This design comes from an exercise in tuning for small area on the open sky130 flow, not from production work. RTL that was checked went through simulation tests only; none was proved equivalent to the original. No driver is modelled on the clock port, so clock power and skew are understated where the tree is cut down; a real chip needs a root buffer or a tree. Power is estimated from default activity; no workload was simulated.

## the previous run
==> flow/design.v <==
package mdu_pkg;
  typedef enum logic [2:0] {
    OP_MUL    = 3'b000,
    OP_MULH   = 3'b001,
    OP_MULHSU = 3'b010,
    OP_MULHU  = 3'b011,
    OP_DIV    = 3'b100,
    OP_DIVU   = 3'b101,
    OP_REM    = 3'b110,
    OP_REMU   = 3'b111
  } funct3_e;
  localparam logic [5:0] K_START = 6'd62;
endpackage
module mul_div_unit (
  input  logic        clk,
  input  logic        rst,
  input  logic        start,
  input  logic [2:0]  funct3,
  input  logic [31:0] operand_a,
  input  logic [31:0] operand_b,
  input  logic [4:0]  rd_in,
  input  logic        flush,
  output logic        busy,
  output logic        done,
  output logic [31:0] result,
  output logic [4:0]  rd_out
);
  logic [65:0] w_q;
  logic [32:0] b_q;
  logic        m_q;       
  logic        t_q;       
  logic [4:0]  rd_q;
  logic [2:0]  c_q;       
  logic [5:0]  k_q;       
  logic        dly_q;     
  logic        cy_q;      
  logic        sgn_q;     
  logic        negf_q;    
  logic        bneg_q;    
  logic        pb_q;      
  logic        yp_q;      
  logic        idl_q, act_q;
  logic c0, c2, c3, c5, lo;
  assign c0 = ~c_q[2] & ~c_q[0];
  assign c2 =  c_q[1] & ~c_q[0];
  assign c3 =  c_q[2] &  c_q[0];
  assign c5 = ~c_q[1] &  c_q[0];
  assign lo = ~c_q[0];                         
  assign sgn_q = ~c_q[0] ? ~w_q[44] : (c_q[2] ? ~w_q[33] : (c_q[1] ? w_q[22] : ~w_q[11]));
  logic p_pre, p_z, p_h1, p_main, p_post, p_f, p_g, p_hz, last_k;
  assign p_pre  =  k_q[5] &  k_q[4];
  assign p_z    =  p_pre & ~k_q[0];
  assign p_h1   =  p_pre &  k_q[0];
  assign p_main = ~k_q[5];
  assign p_post =  k_q[5] & ~k_q[4];
  assign p_f    =  p_post & ~k_q[1] & ~k_q[0];
  assign p_g    =  p_post & ~k_q[1] &  k_q[0];
  assign p_hz   =  p_post &  k_q[1];
  assign last_k =  p_main & (k_q[4:0] == 5'd31);
  logic is_mul, is_div, is_rem, mul_hi;
  assign is_mul = m_q;
  assign is_div = ~m_q & ~t_q;
  assign is_rem = ~m_q &  t_q;
  assign mul_hi =  m_q &  t_q;
  logic half, last_c;
  assign half   = (p_h1 & is_mul) | p_hz;
  assign last_c = half ? c2 : c5;
  logic accept;
  assign accept = start & ~flush & idl_q;
  logic        neg_comb, neg_g, g_eff;
  logic        xz, xinv, yen, ysub, cin, prop3, cin0, cin3;
  logic [10:0] xd, yd, sd;
  logic        cout;
  assign neg_comb = is_div ? ((negf_q ^ bneg_q) & w_q[31])
                  : is_rem ? negf_q : (negf_q ^ bneg_q);
  assign neg_g    = c0 ? neg_comb : negf_q;
  assign g_eff    = c0 ? w_q[65] : (c_q[1] ? w_q[43] : w_q[54]);
  always_comb begin
    xz   = 1'b0;
    xinv = 1'b0;
    yen  = 1'b0;
    ysub = bneg_q;
    cin0 = 1'b0;
    cin3 = 1'b0;
    if (p_z) begin
      xz   = ~lo;
      xinv = lo & (negf_q ^ (c_q[2] & ~c_q[1]));
      cin0 = negf_q;
    end else if (p_main) begin
      if (is_mul) begin
        yen  = lo & g_eff;
        ysub = bneg_q;
        cin0 = g_eff & bneg_q;
      end else begin
        yen  = ~lo;
        ysub = ~(sgn_q ^ bneg_q);
        cin3 = ~(sgn_q ^ bneg_q);
      end
    end else if (p_f) begin
      yen  = ~lo & sgn_q & ~is_mul;
      ysub = bneg_q;
      cin3 = sgn_q & bneg_q & ~is_mul;
    end else if (p_g) begin
      xinv = neg_g & ~(is_rem & lo);                            
      cin0 = neg_g & ~is_rem;
      cin3 = neg_g & is_rem;
    end
  end
  assign prop3 = (p_main & is_mul) | (p_g & ~is_rem);
  assign cin   = c0 ? cin0 : ((c3 & ~prop3) ? cin3 : cy_q);
  assign xd    = xz ? 11'd0 : (w_q[10:0] ^ {11{~xinv}});
  assign yd    = yen ? (b_q[10:0] ^ {11{yp_q}}) : 11'd0;
  logic [11:0] cc;
  assign cc[0] = cin;
  for (genvar i = 0; i < 11; i++) begin : g_fa
    assign sd[i]   = xd[i] ^ yd[i] ^ cc[i];
    assign cc[i+1] = (xd[i] & yd[i]) | (xd[i] & cc[i]) | (yd[i] & cc[i]);
  end
  assign cout = cc[11];
  logic        lmode, bot;
  logic [10:0] wd;
  assign lmode = (p_z & ~is_mul)
               | (p_main & ~(~is_mul & last_k & ~lo))
               | (p_f & lo & ~is_mul)
               | (p_g & ~(m_q & ~t_q));
  assign bot   = c0 ? (p_main & is_mul ? 1'b0 : ((p_main | p_f) ? ~dly_q : dly_q)) : dly_q;
  assign wd    = lmode ? {sd[9:0], bot} : sd;
  logic finish;
  assign finish = last_c & ((p_g & t_q) | p_hz);    
  always_ff @(posedge clk or posedge rst) begin
    if (rst) begin
      idl_q <= 1'b1;
      act_q <= 1'b0;
      done  <= 1'b0;
    end else if (flush) begin
      idl_q <= 1'b1;
      act_q <= 1'b0;
      done  <= 1'b0;
    end else begin
      idl_q <= idl_q ? ~accept : finish;
      act_q <= idl_q ?  accept : ~finish;
      done  <= finish & act_q;
    end
  end
  assign busy = act_q;
  logic bext_in, aneg_in;
  assign bext_in = operand_b[31] & (funct3[2] ? ~funct3[0] : (funct3[1:0] == 2'b01));
  assign aneg_in = operand_a[31] & (funct3[2] ? ~funct3[0] : (funct3[1] ^ funct3[0]));
  always_ff @(posedge clk) begin
    cy_q  <= cout;
    dly_q <= sd[10];
    w_q[32:22] <= ~(({11{act_q}} | operand_a[31:21]) & ({11{idl_q}} | w_q[43:33]));
    w_q[21:11] <= ~(({11{act_q}} | operand_a[20:10]) & ({11{idl_q}} | w_q[32:22]));
    w_q[10:0]  <= ~(({11{act_q}} | {operand_a[9:0], 1'b0}) & ({11{idl_q}} | w_q[21:11]));
    b_q        <= ~(({33{act_q}} | {bext_in, operand_b}) & ({33{idl_q}} | {b_q[10:0], b_q[32:11]}));
    pb_q       <= ~pb_q | idl_q;
    yp_q       <= ysub ^ (~pb_q | idl_q);
    if (idl_q) begin
      m_q    <= ~funct3[2];
      t_q    <= funct3[2] ? funct3[1] : (funct3[1] | funct3[0]);
      rd_q   <= rd_in;
      negf_q <= aneg_in;
      bneg_q <= bext_in;
      c_q    <= 3'd0;
      k_q    <= mdu_pkg::K_START;
    end else begin
      c_q <= (half & c2) ? 3'd0 : {~c_q[0], c_q[2], c_q[1]};
      if (last_c) k_q <= k_q + 6'd1;
      if (p_g & c0) negf_q <= neg_comb;
    end
    w_q[65:33] <= {wd, w_q[65:44]};
  end
  assign result = w_q[65:34];
  assign rd_out = rd_q;
endmodule
export LEC_CHECK = 0
export CAP_MARGIN = 20
export CORE_MARGIN = 2
export CORE_UTILIZATION = 40
export SLEW_MARGIN = 20
create_clock -name core_clock -period 10.0 [get_ports {clk}]
standard.sh (not shown) runs the stock make flow with config.mk's settings and CLKGATE_MAP_FILE= SYNTH_SCRIPT=/design/flow/synth_recipe.tcl, a recipe that flattens the netlist after the stock synthesis.
==> flow/flow/run.sh <==
#!/bin/bash
# Own layout flow: the standard flow (standard.sh: unchanged synthesis
# and steps) with two changes:
#  - port buffers use the smallest buffer cell (every port still gets one)
#  - the clock tree is hand-built (flow/cts_tree.tcl, run as ORFS's
#    PRE_CTS_TCL hook) instead of TritonCTS: the clock port feeds 4 leaf
#    clock buffers, each driving a quarter of the registers; ORFS's cts step
#    still legalizes it and repairs timing afterwards.
# Each tool's full output is kept in the ORFS logs under orfs/logs and the
# make output in flow_make.log.
set -euo pipefail
HERE=$(cd "$(dirname "$0")" && pwd)
export BUFFER_PORTS_ARGS="-buffer_cell sky130_fd_sc_hd__buf_1"
export PRE_CTS_TCL="$HERE/cts_tree.tcl"
export CTS_NLEAF_X=2
export CTS_NLEAF_Y=2
export CTS_LEAF_BUF=sky130_fd_sc_hd__clkbuf_16
export CTS_ROOT_BUF=none
bash standard.sh > flow_make.log 2>&1
Other scripts of this flow, unchanged in this note and not shown: flow/flow/cts_tree.tcl
The previous run completed end to end with timing, DRC and antenna clean.
[inputs] the current run vs the previous run
--- a/flow/design.v
+++ b/flow/design.v
@@ -120,13 +120,13 @@
   logic        lmode, bot;
   logic [10:0] wd;
   assign lmode = (p_z & ~is_mul)
                | (p_main & ~(~is_mul & last_k & ~lo))
                | (p_f & lo & ~is_mul)
                | (p_g & ~(m_q & ~t_q));
-  assign bot   = c0 ? (p_main & is_mul ? 1'b0 : ((p_main | p_f) ? ~dly_q : dly_q)) : dly_q;
+  assign bot   = c0 ? ~(dly_q | (p_main & is_mul)) : dly_q;
   assign wd    = lmode ? {sd[9:0], bot} : sd;
   logic finish;
   assign finish = last_c & ((p_g & t_q) | p_hz);    
   always_ff @(posedge clk or posedge rst) begin
     if (rst) begin
       idl_q <= 1'b1;
==> notes.md <==
Leakage power figure: lower on the previous run. Synthesized cell count delta (the previous run -> the current run): insignificant. Against the previous run, critical path depth in the current run rose by more than 10%. There was hardly any difference in area added between synthesis and finish between the current run and the previous run. From the previous run to the current run the numbers moved as follows: power density relative to cell area comparable; iteration count of the initial detailed-routing pass about even. Total power of the current run falls short of that of the previous run slightly. Compared with the previous run, the router placed fewer vias in the current run. Cell area after synthesis, the current run vs the previous run: down slightly. Lower share of the clock period used by the worst path was reported by the current run, not the previous run.
Function was not checked in any run of this note: the RTL went through the layout flow alone. No run of this note takes its clock network from TritonCTS; it comes from the design's own scripts or RTL.

before:
mul_div_unit, a different RTL version from the one above (not shown whole).
For scale: ~120 I/O pins, ~4900 sq um of cells after synthesis.
==> module mul_div_unit, before the edit <==
module mul_div_unit (
  input  logic        clk,
  input  logic        rst,
  input  logic        start,
  input  logic [2:0]  funct3,
  input  logic [31:0] operand_a,
  input  logic [31:0] operand_b,
  input  logic [4:0]  rd_in,
  input  logic        flush,
  output logic        busy,
  output logic        done,
  output logic [31:0] result,
  output logic [4:0]  rd_out
);
  logic [65:0] w_q;
  logic [32:0] b_q;
  logic [2:0]  op_q;
  logic [4:0]  rd_q;
  logic [2:0]  c_q;       
  logic [5:0]  k_q;       
  logic        dly_q;     
  logic        cy_q;      
  logic        sgn_q;     
  logic        negf_q;    
  logic        bneg_q;    
  logic        pb_q;      
  logic        yp_q;      
  logic        idl_q, act_q;
  logic c0, c2, c3, c5, lo;
  assign c0 = ~c_q[2] & ~c_q[0];
  assign c2 =  c_q[1] & ~c_q[0];
  assign c3 =  c_q[2] &  c_q[0];
  assign c5 = ~c_q[1] &  c_q[0];
  assign lo = ~c_q[0];                         
  logic p_pre, p_z, p_h1, p_main, p_post, p_f, p_g, p_hz, last_k;
  assign p_pre  =  k_q[5] &  k_q[4];
  assign p_z    =  p_pre & ~k_q[0];
  assign p_h1   =  p_pre &  k_q[0];
  assign p_main = ~k_q[5];
  assign p_post =  k_q[5] & ~k_q[4];
  assign p_f    =  p_post & ~k_q[1] & ~k_q[0];
  assign p_g    =  p_post & ~k_q[1] &  k_q[0];
  assign p_hz   =  p_post &  k_q[1];
  assign last_k =  p_main & (k_q[4:0] == 5'd31);
  logic is_mul, is_div, is_rem, mul_hi;
  assign is_mul = ~op_q[2];
  assign is_div = op_q[2] & ~op_q[1];
  assign is_rem = op_q[2] &  op_q[1];
  assign mul_hi = (op_q[1:0] != 2'b00);
  logic half, last_c;
  assign half   = (p_h1 & is_mul) | p_hz;
  assign last_c = half ? c2 : c5;
  logic accept;
  assign accept = start & ~flush & idl_q;
  logic        neg_comb, neg_g, g_eff;
  logic        xz, xinv, yen, ysub, cin, prop3, cin0, cin3;
  logic [10:0] xd, yd, sd;
  logic        cout;
  assign neg_comb = is_div ? ((negf_q ^ bneg_q) & w_q[31])
                  : is_rem ? negf_q : (negf_q ^ bneg_q);
  assign neg_g    = c0 ? neg_comb : negf_q;
  assign g_eff    = c0 ? w_q[65] : (c_q[1] ? w_q[43] : w_q[54]);
  always_comb begin
    xz   = 1'b0;
    xinv = 1'b0;
    yen  = 1'b0;
    ysub = bneg_q;
    cin0 = 1'b0;
    cin3 = 1'b0;
    if (p_z) begin
      xz   = ~lo;
      xinv = lo & (negf_q ^ (c_q[2] & ~c_q[1]));
      cin0 = negf_q;
    end else if (p_main) begin
      if (is_mul) begin
        yen  = lo & g_eff;
        ysub = bneg_q;
        cin0 = g_eff & bneg_q;
      end else begin
        yen  = ~lo;
        ysub = ~(sgn_q ^ bneg_q);
        cin3 = ~(sgn_q ^ bneg_q);
      end
    end else if (p_f) begin
      yen  = ~lo & sgn_q & ~is_mul;
      ysub = bneg_q;
      cin3 = sgn_q & bneg_q & ~is_mul;
    end else if (p_g) begin
      xinv = neg_g & (is_div ? lo : (is_rem ? ~lo : 1'b1));    
      cin0 = neg_g & ~is_rem;
      cin3 = neg_g & is_rem;
    end
  end
  assign prop3 = (p_main & is_mul) | (p_g & is_mul);
  assign cin   = c0 ? cin0 : ((c3 & ~prop3) ? cin3 : cy_q);
  assign xd    = xz ? 11'd0 : (w_q[10:0] ^ {11{~xinv}});
  assign yd    = yen ? (b_q[10:0] ^ {11{yp_q}}) : 11'd0;
  logic [11:0] cc;
  assign cc[0] = cin;
  for (genvar i = 0; i < 11; i++) begin : g_fa
    assign sd[i]   = xd[i] ^ yd[i] ^ cc[i];
    assign cc[i+1] = (xd[i] & yd[i]) | (xd[i] & cc[i]) | (yd[i] & cc[i]);
  end
  assign cout = cc[11];
  logic        lmode, bot;
  logic [10:0] wd;
  assign lmode = (p_z & ~is_mul)
               | (p_main & ~(~is_mul & last_k & ~lo))
               | (p_f & lo & ~is_mul)
               | (p_g & ~(is_mul & ~mul_hi));
  assign bot   = c0 ? (p_main & is_mul ? 1'b0 : ((p_main | p_f) ? ~dly_q : dly_q)) : dly_q;
  assign wd    = lmode ? {sd[9:0], bot} : sd;
  logic finish;
  assign finish = last_c & ((p_g & (is_rem | (is_mul & mul_hi))) | p_hz);
  always_ff @(posedge clk or posedge rst) begin
    if (rst) begin
      idl_q <= 1'b1;
      act_q <= 1'b0;
      done  <= 1'b0;
    end else if (flush) begin
      idl_q <= 1'b1;
      act_q <= 1'b0;
      done  <= 1'b0;
    end else begin
      idl_q <= idl_q ? ~accept : finish;
      act_q <= idl_q ?  accept : ~finish;
      done  <= finish & act_q;
    end
  end
  assign busy = act_q;
  logic bext_in, aneg_in;
  assign bext_in = operand_b[31] & (funct3[2] ? ~funct3[0] : (funct3[1:0] == 2'b01));
  assign aneg_in = operand_a[31] & (funct3[2] ? ~funct3[0] : (funct3[1] ^ funct3[0]));
  always_ff @(posedge clk) begin
    cy_q  <= cout;
    dly_q <= sd[10];
    w_q[32:22] <= ~(({11{act_q}} | operand_a[31:21]) & ({11{idl_q}} | w_q[43:33]));
    w_q[21:11] <= ~(({11{act_q}} | operand_a[20:10]) & ({11{idl_q}} | w_q[32:22]));
    w_q[10:0]  <= ~(({11{act_q}} | {operand_a[9:0], 1'b0}) & ({11{idl_q}} | w_q[21:11]));
    b_q        <= ~(({33{act_q}} | {bext_in, operand_b}) & ({33{idl_q}} | {b_q[10:0], b_q[32:11]}));
    pb_q       <= ~pb_q | idl_q;
    yp_q       <= ysub ^ (~pb_q | idl_q);
    if (idl_q) begin
      op_q   <= funct3;
      rd_q   <= rd_in;
      negf_q <= aneg_in;
      bneg_q <= bext_in;
      c_q    <= 3'd0;
      k_q    <= mdu_pkg::K_START;
    end else begin
      c_q <= (half & c2) ? 3'd0 : {~c_q[0], c_q[2], c_q[1]};
      if (last_c) k_q <= k_q + 6'd1;
      if (p_g & c0) negf_q <= neg_comb;
    end
    w_q[65:33] <= {wd, w_q[65:44]};
    if ((p_z | p_main) & c5) sgn_q <= sd[10];
  end
  assign result = w_q[65:34];
  assign rd_out = rd_q;
endmodule
clock: 10.0 ns
lec_check: 0
cap_margin: 20
core_margin: 2
core_utilization: 40
slew_margin: 20
==> flow/flow/run.sh <==
#!/bin/bash
# Own layout flow: the standard flow (standard.sh, unchanged synthesis and
# steps) with two placement/CTS arguments changed:
#  - port buffers use the smallest buffer cell (every port still gets one)
#  - clock tree: small clock buffers, no dummy balancing loads
# Each tool's full output is kept in the ORFS logs under orfs/logs and the
# make output in flow_make.log.
set -euo pipefail
export BUFFER_PORTS_ARGS="-buffer_cell sky130_fd_sc_hd__buf_1"
export CTS_ARGS="-sink_clustering_enable -repair_clock_nets -dont_use_dummy_load -buf_list {sky130_fd_sc_hd__clkbuf_4}"
bash standard.sh > flow_make.log 2>&1
Inputs modified between before and after:
--- a/flow/design.v
+++ b/flow/design.v
@@ -79,13 +79,13 @@
     yen  = 1'b0;
     ysub = bneg_q;
     cin0 = 1'b0;
     cin3 = 1'b0;
     if (p_z) begin
       xz   = ~lo;
-      xinv = lo & (negf_q ^ (c_q[2] & ~c_q[1]));
+      xinv = lo & negf_q;
       cin0 = negf_q;
     end else if (p_main) begin
       if (is_mul) begin
         yen  = lo & g_eff;
         ysub = bneg_q;
         cin0 = g_eff & bneg_q;
@@ -145,13 +145,13 @@
   assign bext_in = operand_b[31] & (funct3[2] ? ~funct3[0] : (funct3[1:0] == 2'b01));
   assign aneg_in = operand_a[31] & (funct3[2] ? ~funct3[0] : (funct3[1] ^ funct3[0]));
   always_ff @(posedge clk) begin
     cy_q  <= cout;
     dly_q <= sd[10];
     w_q[32:22] <= ~(({11{act_q}} | operand_a[31:21]) & ({11{idl_q}} | w_q[43:33]));
-    w_q[21:11] <= ~(({11{act_q}} | operand_a[20:10]) & ({11{idl_q}} | w_q[32:22]));
+    w_q[21:11] <= ~(({11{act_q}} | ~operand_a[20:10]) & ({11{idl_q}} | w_q[32:22]));
     w_q[10:0]  <= ~(({11{act_q}} | {operand_a[9:0], 1'b0}) & ({11{idl_q}} | w_q[21:11]));
     b_q        <= ~(({33{act_q}} | {bext_in, operand_b}) & ({33{idl_q}} | {b_q[10:0], b_q[32:11]}));
     pb_q       <= ~pb_q | idl_q;
     yp_q       <= ysub ^ (~pb_q | idl_q);
     if (idl_q) begin
       op_q   <= funct3;
[summary]
Between after and before, the difference in clock transition time at the flip-flop clock pins of the worst setup and hold paths is negligible. The final antenna diode count of after exceeds that of before by 1. In the reports for after and before, the smaller sequential portion of the cell area belongs to before. Looking at total power, after sits 3.4% below before. Diff before -> after: compound-cell area share of the yosys netlist saw an increase, setup slack of the most critical reg-to-reg path fell 0.04 ns, number of ordinary and repair buffers in the finished layout down 1, number of cells on the worst reg-to-reg path now sits lower, global-route wire length before repair down about 3.7%. Higher via count of the first global-routing pass goes to before over after. Every stage of the flow completed for after, and the final layout passed the timing, design-rule and antenna checks. Die area of before is on par with after. The net switching power in before is 1.06 times that in after.

-- port drivers added, routing unchanged --
The flow's constraints put no driver on any port. The routed layouts listed below were extracted and timed again, unchanged, in two steps. Step 1 sets driving cells, clkbuf_16 on the clock port and buf_2 on the other inputs (assumed; they add their load-dependent delay and slew). Step 2 also shifts input and output timing later by t, the mid clock arrival at the registers, as if the neighbouring blocks saw the same clock. a / b / c = no drivers / after step 1 / after step 2; a / b = the first two.
run | t, ns | setup slack, ns | worst setup path at the end | worst register clock-pin slew, ns
the previous run | 0.252 | 3.047 / 3.047 / 3.047 | register to register | 0.12 / 0.12
the current run | 0.246 | 3.134 / 3.134 / 3.134 | register to register | 0.11 / 0.11
before | 0.530 | 3.224 / 3.224 / 3.224 | register to register | 0.11 / 0.11
after | 0.519 | 3.180 / 3.180 / 3.180 | register to register | 0.11 / 0.11
After both steps setup and hold are still met in every run listed.
